From an optimization exercise on the open Yosys and OpenROAD flow, aimed at small area and a short achievable clock period; shortcuts taken in it are not production practice.
RTL that was checked went through simulation tests only; none was proved equivalent to the original.
Power is estimated from default activity; no workload was simulated.

==> violet: inputs <==
Design barrett_top, start of the top module:
module barrett_top (
  input  logic        clk_i,
  input  logic        rst_ni,
  input  logic        cfg_we_i,
  input  logic [47:0] cfg_i,         
  input  logic        in_valid_i,
  input  logic [35:0] in_i,          
  output logic        out_valid_o,
  output logic [19:0] out_o          
);
==> module barrett_cfg, before the edit <==
module barrett_cfg (
  input  logic        clk_i,
  input  logic        cfg_we_i,
  input  logic [15:0] q_i,
  input  logic [31:0] mu_i,
  output logic [3:0]  s_o,
  output logic [15:0] q_o,
  output logic [15:0] qf_o,
  output logic [8:0]  m1_one_o,
  output logic [8:0]  m1_two_o,
  output logic [7:0]  m1_neg_o,
  output logic [8:0]  m2_one_o,
  output logic [7:0]  m2_two_o,
  output logic [7:0]  m2_neg_o
);
  logic [3:0]  s_calc;
  logic [18:0] mb;    
  logic [18:0] qb;    
  logic [8:0]  m1_one, m1_two, m1_neg, m2_one, m2_two;
  logic       z8, z4h, z4l;
  logic [3:0] t;    
  logic [7:0] u;    
  assign z8  = ~|q_i[15:8];
  assign z4h = ~|q_i[15:12];
  assign z4l = ~|q_i[7:4];
  always_comb begin
    for (int i = 0; i < 4; i++) t[i] = ~|q_i[4*i+3 -: 2];
    for (int i = 0; i < 8; i++) u[i] = ~q_i[2*i+1];
  end
  assign s_calc[3] = z8;
  assign s_calc[2] = z8 ? z4l : z4h;
  assign s_calc[1] = z8 ? (z4l ? t[0] : t[1]) : (z4h ? t[2] : t[3]);
  assign s_calc[0] = z8 ? (z4l ? (t[0] ? u[0] : u[1]) : (t[1] ? u[2] : u[3]))
                        : (z4h ? (t[2] ? u[4] : u[5]) : (t[3] ? u[6] : u[7]));
  assign mb = {1'b0, (mu_i[17] ? 17'h1ffff : mu_i[16:0]), 1'b0};
  assign qb = {2'b00, q_o, 1'b0};
  always_comb begin
    for (int i = 0; i < 9; i++) begin
      m1_one[i] = mb[2*i+1] ^ mb[2*i];
      m1_two[i] = (mb[2*i+2] & ~mb[2*i+1] & ~mb[2*i])
                | (~mb[2*i+2] & mb[2*i+1] & mb[2*i]);
      m1_neg[i] = mb[2*i+2];
      m2_one[i] = qb[2*i+1] ^ qb[2*i];
      m2_two[i] = (qb[2*i+2] & ~qb[2*i+1] & ~qb[2*i])
                | (~qb[2*i+2] & qb[2*i+1] & qb[2*i]);
    end
  end
  always_ff @(posedge clk_i) begin
    if (cfg_we_i) begin
      s_o      <= s_calc;
      q_o      <= q_i;
      m1_one_o <= m1_one;
      m1_two_o <= m1_two;
      m1_neg_o <= m1_neg[7:0];
    end
  end
  always_ff @(posedge clk_i) begin
    qf_o     <= q_o;    
    m2_one_o <= m2_one;
    m2_two_o <= m2_two[7:0];
  end
  always_comb begin
    for (int i = 0; i < 8; i++) m2_neg_o[i] = ~q_o[2*i+1];
  end
endmodule
==> module barrett_top, before the edit <==
module barrett_top (
  input  logic        clk_i,
  input  logic        rst_ni,
  input  logic        cfg_we_i,
  input  logic [47:0] cfg_i,         
  input  logic        in_valid_i,
  input  logic [35:0] in_i,          
  output logic        out_valid_o,
  output logic [19:0] out_o          
);
  logic [3:0]  cfg_s;
  logic [15:0] cfg_q, cfg_qf;
  logic [8:0]  m1_one, m1_two, m2_one;
  logic [7:0]  m1_neg, m2_two, m2_neg;
  barrett_cfg barrett_cfg_i (
    .clk_i    (clk_i),
    .cfg_we_i (cfg_we_i),
    .q_i      (cfg_i[47:32]),
    .mu_i     (cfg_i[31:0]),
    .s_o      (cfg_s),
    .q_o      (cfg_q),
    .qf_o     (cfg_qf),
    .m1_one_o (m1_one),
    .m1_two_o (m1_two),
    .m1_neg_o (m1_neg),
    .m2_one_o (m2_one),
    .m2_two_o (m2_two),
    .m2_neg_o (m2_neg)
  );
  barrett_reduce barrett_reduce_i (
    .clk_i       (clk_i),
    .rst_ni      (rst_ni),
    .s_i         (cfg_s),
    .q_i         (cfg_qf),
    .m1_one_i    (m1_one),
    .m1_two_i    (m1_two),
    .m1_neg_i    (m1_neg),
    .m2_one_i    (m2_one),
    .m2_two_i    (m2_two),
    .m2_neg_i    (m2_neg),
    .in_valid_i  (in_valid_i),
    .x_i         (in_i[35:4]),
    .tag_i       (in_i[3:0]),
    .out_valid_o (out_valid_o),
    .r_o         (out_o[19:4]),
    .tag_o       (out_o[3:0])
  );
endmodule
==> flow/config.mk <==
export PLATFORM = sky130hd
export DESIGN_NAME = barrett_top
export DESIGN_NICKNAME = barrett_top
export VERILOG_FILES = /design/flow/design.v
export SDC_FILE = /design/flow/constraint.sdc
export NUM_CORES = 4
export LEC_CHECK = 0
export CAP_MARGIN = 20
export CORE_MARGIN = 2
export CORE_UTILIZATION = 65
export CTS_BUF_LIST = sky130_fd_sc_hd__clkbuf_8
export CTS_CLUSTER_DIAMETER = 45
export CTS_CLUSTER_SIZE = 20
export PLACE_DENSITY = 0.75
export SETUP_SLACK_MARGIN = 4.1
export SLEW_MARGIN = 20
==> flow/constraint.sdc <==
create_clock -name core_clock -period 7.0 [get_ports {clk_i}]
set_input_delay 1.4000 -clock core_clock [delete_from_list [all_inputs] [get_ports {clk_i}]]
set_output_delay 1.4000 -clock core_clock [all_outputs]
set_load 0.01 [all_outputs]
standard.sh (not shown) runs the stock make flow with config.mk's settings and CLKGATE_MAP_FILE= SYNTH_SCRIPT=/design/flow/synth_recipe.tcl, a recipe that flattens the netlist after the stock synthesis.
==> flow/flow/run.sh <==
#!/bin/bash
# The standard layout, with plain buf_1 cells (not clkdlybuf4s50_1) as the
# port buffers that ORFS inserts before global placement. make's full output
# goes to standard.log; each ORFS step also keeps its own log under orfs/logs.
set -euo pipefail
export BUFFER_PORTS_ARGS="-buffer_cell sky130_fd_sc_hd__buf_1"
bash standard.sh > standard.log 2>&1
==> cedar (differences from violet) <==
--- a/flow/design.v
+++ b/flow/design.v
@@ -49,5 +49,4 @@
   output logic [3:0]  s_o,
   output logic [15:0] q_o,
-  output logic [15:0] qf_o,
   output logic [8:0]  m1_one_o,
   output logic [8:0]  m1_two_o,
@@ -99,5 +98,4 @@
   end
   always_ff @(posedge clk_i) begin
-    qf_o     <= q_o;    
     m2_one_o <= m2_one;
     m2_two_o <= m2_two[7:0];
@@ -4630,5 +4628,5 @@
 );
   logic [3:0]  cfg_s;
-  logic [15:0] cfg_q, cfg_qf;
+  logic [15:0] cfg_q;
   logic [8:0]  m1_one, m1_two, m2_one;
   logic [7:0]  m1_neg, m2_two, m2_neg;
@@ -4640,5 +4638,4 @@
     .s_o      (cfg_s),
     .q_o      (cfg_q),
-    .qf_o     (cfg_qf),
     .m1_one_o (m1_one),
     .m1_two_o (m1_two),
@@ -4652,5 +4649,5 @@
     .rst_ni      (rst_ni),
     .s_i         (cfg_s),
-    .q_i         (cfg_qf),
+    .q_i         (cfg_q),
     .m1_one_i    (m1_one),
     .m1_two_i    (m1_two),
--- a/flow/config.mk
+++ b/flow/config.mk
@@ -6,5 +6,5 @@
 export NUM_CORES = 4
 export LEC_CHECK = 0
-export CAP_MARGIN = 20
+export CAP_MARGIN = 10
 export CORE_MARGIN = 2
 export CORE_UTILIZATION = 65
@@ -14,3 +14,3 @@
 export PLACE_DENSITY = 0.75
 export SETUP_SLACK_MARGIN = 4.1
-export SLEW_MARGIN = 20
+export SLEW_MARGIN = 10
==> quartz (differences from violet) <==
--- a/flow/design.v
+++ b/flow/design.v
@@ -49,5 +49,4 @@
   output logic [3:0]  s_o,
   output logic [15:0] q_o,
-  output logic [15:0] qf_o,
   output logic [8:0]  m1_one_o,
   output logic [8:0]  m1_two_o,
@@ -99,5 +98,4 @@
   end
   always_ff @(posedge clk_i) begin
-    qf_o     <= q_o;    
     m2_one_o <= m2_one;
     m2_two_o <= m2_two[7:0];
@@ -4630,5 +4628,5 @@
 );
   logic [3:0]  cfg_s;
-  logic [15:0] cfg_q, cfg_qf;
+  logic [15:0] cfg_q;
   logic [8:0]  m1_one, m1_two, m2_one;
   logic [7:0]  m1_neg, m2_two, m2_neg;
@@ -4640,5 +4638,4 @@
     .s_o      (cfg_s),
     .q_o      (cfg_q),
-    .qf_o     (cfg_qf),
     .m1_one_o (m1_one),
     .m1_two_o (m1_two),
@@ -4652,5 +4649,5 @@
     .rst_ni      (rst_ni),
     .s_i         (cfg_s),
-    .q_i         (cfg_qf),
+    .q_i         (cfg_q),
     .m1_one_i    (m1_one),
     .m1_two_i    (m1_two),
--- a/flow/config.mk
+++ b/flow/config.mk
@@ -8,9 +8,8 @@
 export CAP_MARGIN = 20
 export CORE_MARGIN = 2
-export CORE_UTILIZATION = 65
+export CORE_UTILIZATION = 75
 export CTS_BUF_LIST = sky130_fd_sc_hd__clkbuf_8
-export CTS_CLUSTER_DIAMETER = 45
-export CTS_CLUSTER_SIZE = 20
-export PLACE_DENSITY = 0.75
+export CTS_CLUSTER_SIZE = 40
+export PLACE_DENSITY = 0.82
 export SETUP_SLACK_MARGIN = 4.1
 export SLEW_MARGIN = 20
==> key figures <==
Power and ir drop
  • Cell internal pwr: 0.007487 W
  • P per Cell Area: just over 600 nW/um^2
  • Seq group: about 0.0033 W

Synthesis
  • Syn nets: 2206
  • Simple-gate share of the synthesized area: under 10%
  • Post-Synth XOR/XNOR Area: 12.37%

Place
  • Post-Place Worst Slack: about 3.0 ns

Finish
  • Antenna diode count: 0

Floorplan
  • Die height: ~170 um

STA
  • FMAX: 0.3257 GHz

Route
  • DR WL met2: 24610 um
  • Final wirelength: 52480 um

Setup path
  • R2r setup slk: 3.93 ns

Hold path
  • Worst hold start: barrett_reduce_i.s2_xl_794_q

Status
  • Status: no timing/DRC/antenna violations

Clock network
  • Setup bufs post-CTS: 35
Source of the figures above: quartz

==> key figures <==
Status
  • Status: no timing/DRC/antenna violations

Clock network
  • Setup bufs post-CTS: 30

Setup path
  • R2r setup slk: between 3 and 4 ns

Route
  • Final wirelength: between 40000 and 50000 um
  • DR WL met2: 19940 um

Place
  • Post-Place Worst Slack: around 3.2 ns

Power and ir drop
  • Seq group: roughly 0.0033 W
  • P per Cell Area: ~560 nW/um^2

Hold path
  • Worst hold start: barrett_reduce_i.s3_xl_1100_q
Source of the figures above: violet

==> key figures <==
Route
  • DR WL met2: about 22000 um
  • Final wirelength: 47650 um

Synthesis
  • Post-Synth XOR/XNOR Area: 12.37%
  • Simple-gate share of the synthesized area: 5.338%

Floorplan
  • Die height: 178.3 um

Setup path
  • R2r setup slk: 3.94 ns

Status
  • Status: no timing/DRC/antenna violations

Clock network
  • Setup bufs post-CTS: 48

Hold path
  • Worst hold start: barrett_reduce_i.s1_tag_19_q
Source of the figures above: cedar

Function not checked in violet: the RTL went through the layout flow alone.

[separate check: timing with driven ports]
Ports are ideal in the flow. The routed layouts listed here were re-timed in OpenROAD. Step 1 assumes that a clkbuf_16 drives the clock port and a buf_2 every other input. Step 2 moves the port delays by t, midway between the first and last clock arrival at a register: inputs arrive t later, outputs are due t later. That takes back most of the time a late clock gives input paths. Slacks: no drivers / after step 1 / after step 2; pairs: no drivers / after step 1.
run | t (ns) | setup slack, ns | clock arrival spread, ns | slew at the worst register clock pin (ns)
violet | 0.599 | 3.903 / 3.903 / 3.903 | 0.025 / 0.025 | 0.10 / 0.10
cedar | 0.611 | 3.942 / 3.942 / 3.942 | 0.037 / 0.037 | 0.11 / 0.11
quartz | 0.635 | 3.930 / 3.930 / 3.930 | 0.046 / 0.046 | 0.08 / 0.08
After both steps every run listed still meets setup and hold.
